Background: an optimization exercise with open tools, aiming at small area. Do not read the settings as production practice.
Only simulation tests tie the RTL to the original design; equivalence was not proved.
No activity file was given, so power comes from the tool's default toggle rates.

## before
==> flow/design.v <==
module multi_tone_generator #(
    parameter int CLK_HZ   = 125000000,
    parameter int CHANNELS = 4,
    parameter int NUM_W    = 40,
    parameter int CNT_W    = 32,
    parameter int MAX_FREQ = 999999,
    localparam int CH_W    = (CHANNELS > 1) ? $clog2(CHANNELS) : 1
) (
    input  logic                clk,
    input  logic                rst,
    input  logic                cfg_valid,
    output logic                cfg_ready,
    input  logic [CH_W-1:0]     cfg_chan,
    input  logic [31:0]         cfg_freq,
    input  logic [7:0]          cfg_duty,
    output logic                cfg_err,
    input  logic [CHANNELS-1:0] chan_en,
    output logic [CHANNELS-1:0] wave_out,
    output logic [CHANNELS-1:0] period_strb
);
    localparam logic [63:0] NUMER64 = 64'(CLK_HZ) * 64'd100;
    localparam logic [33:0] NUMER   = NUMER64[33:0];
    localparam logic [63:0] NBIT_AT = {28'd0, NUMER, 2'd0};
    logic [5:0]  step;
    logic [1:0]  chan_r;
    logic [7:0]  duty_r;
    logic [19:0] nf_r;      
    logic [19:0] rem_r;
    logic [31:0] nq_r;      
    logic [38:0] acc_r;
    logic        zf_r;
    logic        accept, commit, div_ph, acc_ph, bad, fzero;
    logic        nbit, ge, q;
    logic [20:0] sh, df;
    logic [8:0]  addend, lsum;
    logic [39:0] acc_nx;
    assign cfg_ready = (step == 6'd0);
    assign accept    = cfg_ready && cfg_valid;
    assign commit    = (step == 6'd1);
    assign div_ph    = (step <= 6'd35) && (step >= 6'd2);
    assign acc_ph    = (step <= 6'd32) && (step != 6'd0);
    assign bad       = (|cfg_freq[31:20]) || (cfg_freq[19:0] > 20'(MAX_FREQ));
    assign fzero     = ~|cfg_freq;
    assign nbit = NBIT_AT[step];
    assign sh   = {rem_r, nbit};
    always_comb begin
        logic c, c0, c1;
        logic [20:0] b;
        logic [20:11] s0, s1;
        b = {1'b1, nf_r};
        c = 1'b1;
        for (int i = 0; i < 11; i++) begin
            df[i] = sh[i] ^ b[i] ^ c;
            c     = (sh[i] & b[i]) | (sh[i] & c) | (b[i] & c);
        end
        c0 = 1'b0;
        c1 = 1'b1;
        for (int i = 11; i < 21; i++) begin
            s0[i] = sh[i] ^ b[i] ^ c0;
            c0    = (sh[i] & b[i]) | (sh[i] & c0) | (b[i] & c0);
            s1[i] = sh[i] ^ b[i] ^ c1;
            c1    = (sh[i] & b[i]) | (sh[i] & c1) | (b[i] & c1);
        end
        df[20:11] = c ? s1 : s0;
        ge        = c ? c1 : c0;
    end
    assign q = ~nq_r[0] & acc_ph;
    always_comb begin
        logic c;
        for (int i = 0; i < 8; i++)
            addend[i] = q ? ~duty_r[i] : commit;
        addend[8] = q & commit;
        c = q & ~commit;
        for (int i = 0; i < 9; i++) begin
            logic a;
            a       = (i == 0) ? 1'b0 : acc_r[i-1];
            lsum[i] = a ^ addend[i] ^ c;
            c       = (a & addend[i]) | (a & c) | (addend[i] & c);
        end
        begin
            logic cb, pb;
            cb = c;
            pb = 1'b1;
            for (int i = 9; i < 40; i++) begin
                if (i == 17 || i == 25 || i == 33) begin
                    cb = cb & pb;
                    c  = cb;
                    pb = 1'b1;
                end
                acc_nx[i] = acc_r[i-1] ^ c;
                c         = acc_r[i-1] & c;
                pb        = pb & acc_r[i-1];
            end
        end
        acc_nx[8:0] = lsum;
    end
    always_ff @(posedge clk) begin
        if (rst) begin
            step    <= 6'd0;
            cfg_err <= 1'b0;
        end else begin
            cfg_err <= accept && bad;
            if (accept) begin
                if (bad)        step <= 6'd0;
                else if (fzero) step <= 6'd1;
                else            step <= 6'd42;
            end else if (!cfg_ready) begin
                step <= step - 6'd1;
            end
        end
    end
    always_ff @(posedge clk) begin
        nq_r  <= {nq_r[30:0], ~ge};
        rem_r <= div_ph ? (ge ? df[19:0] : sh[19:0]) : 20'd0;
        acc_r <= acc_nx[38:0];
        if (accept) begin
            chan_r <= cfg_chan;
            duty_r <= cfg_duty;
            nf_r   <= ~cfg_freq[19:0];
            zf_r   <= fzero;
        end
    end
    for (genvar i = 0; i < CHANNELS; i++) begin : g_chan
        logic [31:0] pend_np, pend_lo, act_lo, cnt;
        logic [32:0] cy;
        logic [31:0] inc;
        logic        act_nz, pend_nz, pend_vld, first;
        logic        run, wrap, load, clr, commit_here, hit, high;
        always_comb begin
            logic c;
            cy[0] = 1'b1;
            for (int k = 0; k < 32; k++)
                cy[k+1] = cnt[k] & cy[k];
            c = 1'b1;
            for (int k = 0; k < 32; k++)
                c = (cnt[k] & act_lo[k]) | (cnt[k] & c) | (act_lo[k] & c);
            high = ~c;
        end
        assign inc = cnt ^ cy[31:0];
        assign hit = (&cnt[31:1]) & ~cnt[0];
        assign run         = chan_en[i] && act_nz;
        assign wrap        = run && hit;
        assign load        = pend_vld && (wrap || !run);
        assign clr         = rst || !run || wrap;
        assign commit_here = commit && (chan_r == i);
        always_ff @(posedge clk) begin
            cnt   <= clr ? pend_np : inc;
            first <= clr;
            if (load) act_lo <= pend_lo;
            if (commit_here) begin
                pend_np <= nq_r;
                pend_lo <= acc_nx[39:8];
                pend_nz <= !zf_r;
            end
            if (rst) begin
                act_nz   <= 1'b0;
                pend_vld <= 1'b0;
            end else begin
                if (load)        act_nz   <= pend_nz;
                if (commit_here) pend_vld <= 1'b1;
                else if (load)   pend_vld <= 1'b0;
            end
        end
        assign wave_out[i]    = run && high;
        assign period_strb[i] = run && first;
    end
endmodule
Settings: LEC_CHECK=0, CAP_MARGIN=0, CORE_MARGIN=2, CORE_UTILIZATION=80, SLEW_MARGIN=0; clock period 8.0 ns.
standard.sh (not shown) runs the stock make flow with config.mk's settings and CLKGATE_MAP_FILE= SYNTH_SCRIPT=/design/flow/synth_recipe.tcl, a recipe that flattens the netlist after the stock synthesis.
==> flow/flow/run.sh <==
#!/bin/bash
# The standard layout (standard.sh: standard synthesis, floorplan, place,
# CTS, route), with two changes:
#  * every input and output port gets the smallest buffer, buf_1, instead of
#    the default port buffer cell;
#  * clock tree synthesis uses clkbuf_8 buffers in clusters of at most 18
#    sinks and inserts no dummy loads.
# The make output goes to standard_flow.log; each ORFS step keeps its own log
# under orfs/logs/.
set -euo pipefail
export BUFFER_PORTS_ARGS="-buffer_cell sky130_fd_sc_hd__buf_1"
export CTS_ARGS="-sink_clustering_enable -repair_clock_nets -dont_use_dummy_load -buf_list sky130_fd_sc_hd__clkbuf_8 -sink_clustering_size 18 -sink_clustering_max_diameter 100"
bash standard.sh > standard_flow.log 2>&1
Setup changes, before to after
--- a/flow/design.v
+++ b/flow/design.v
@@ -123,27 +123,29 @@
     for (genvar i = 0; i < CHANNELS; i++) begin : g_chan
         logic [31:0] pend_np, pend_lo, act_lo, cnt;
-        logic [32:0] cy;
+        logic [32:1] cy;
         logic [31:0] inc;
         logic        act_nz, pend_nz, pend_vld, first;
-        logic        run, wrap, load, clr, commit_here, hit, high;
+        logic        run, wrap, load, clr, force_ld, commit_here, hit, high;
+        assign cy[1] = first | cnt[0];
+        for (genvar k = 1; k < 32; k++) begin : g_cy
+            assign cy[k+1] = cnt[k] & cy[k];
+        end
         always_comb begin
             logic c;
-            cy[0] = 1'b1;
-            for (int k = 0; k < 32; k++)
-                cy[k+1] = cnt[k] & cy[k];
-            c = 1'b1;
+            c = first;
             for (int k = 0; k < 32; k++)
                 c = (cnt[k] & act_lo[k]) | (cnt[k] & c) | (act_lo[k] & c);
             high = ~c;
         end
-        assign inc = cnt ^ cy[31:0];
-        assign hit = (&cnt[31:1]) & ~cnt[0];
+        assign inc = {cnt[31:1] ^ cy[31:1], cnt[0] ^ ~first};
+        assign hit = cy[32];
         assign run         = chan_en[i] && act_nz;
         assign wrap        = run && hit;
         assign load        = pend_vld && (wrap || !run);
-        assign clr         = rst || !run || wrap;
+        assign force_ld    = rst || !run;
+        assign clr         = force_ld || wrap;
         assign commit_here = commit && (chan_r == i);
         always_ff @(posedge clk) begin
-            cnt   <= clr ? pend_np : inc;
+            cnt   <= (inc & {32{!force_ld}}) | (pend_np & {32{clr}});
             first <= clr;
             if (load) act_lo <= pend_lo;
--- outcome ---
Summary of after over before: met2 demand-to-capacity share in global routing now sits higher, critical path depth decreased by 1 relative to the old numbers.
When after is set beside before, its power per unit of standard cell area turns out to be 4.5 mW/mm^2 larger.
In after, the maximum vdd drop came out 2.6% below the value in before.
In after, the global-route usage came out 0.63 points below the value in before.
The clock distribution area overhead in the final layout on after is in line with that on before.
after does worse than before on setup slack at placement.
The run with more setup slack is before; after has less.
Of after and before, the lower combinational power share belongs to before.
For after and before, there was not a single run that failed to finish clean.
On setup violation total in the final timing report, before tracks after almost exactly.
In after, the clock network fraction of design power came out 0.4 points below the value in before.

static timing again, ports no longer ideal:
How much do the figures lean on ideal ports? The routed layouts below were timed once more, with nothing changed but the port constraints.
Step 1, drivers: a clkbuf_16 drives clk and a buf_2 each remaining input, both assumed.
Step 2 adds t to the input delays and takes it off the output delays; t is the mean of the earliest and latest rising clock arrival at the registers after step 1. Input paths then give back, and output paths get back, about the clock's delay inside the block.
a / b / c = ideal / step 1 / step 2; a / b = the first two.
run	t (ns)	slack for setup (ns)	worst setup path at the end	clock arrival spread, ns	pins driven straight from the clock port
before	0.625	0.650 / 0.650 / 0.650	register to register	0.056 / 0.057	1
after	0.608	0.288 / 0.288 / 0.288	register to register	0.054 / 0.054	1
After both steps setup and hold are still met in every run listed.
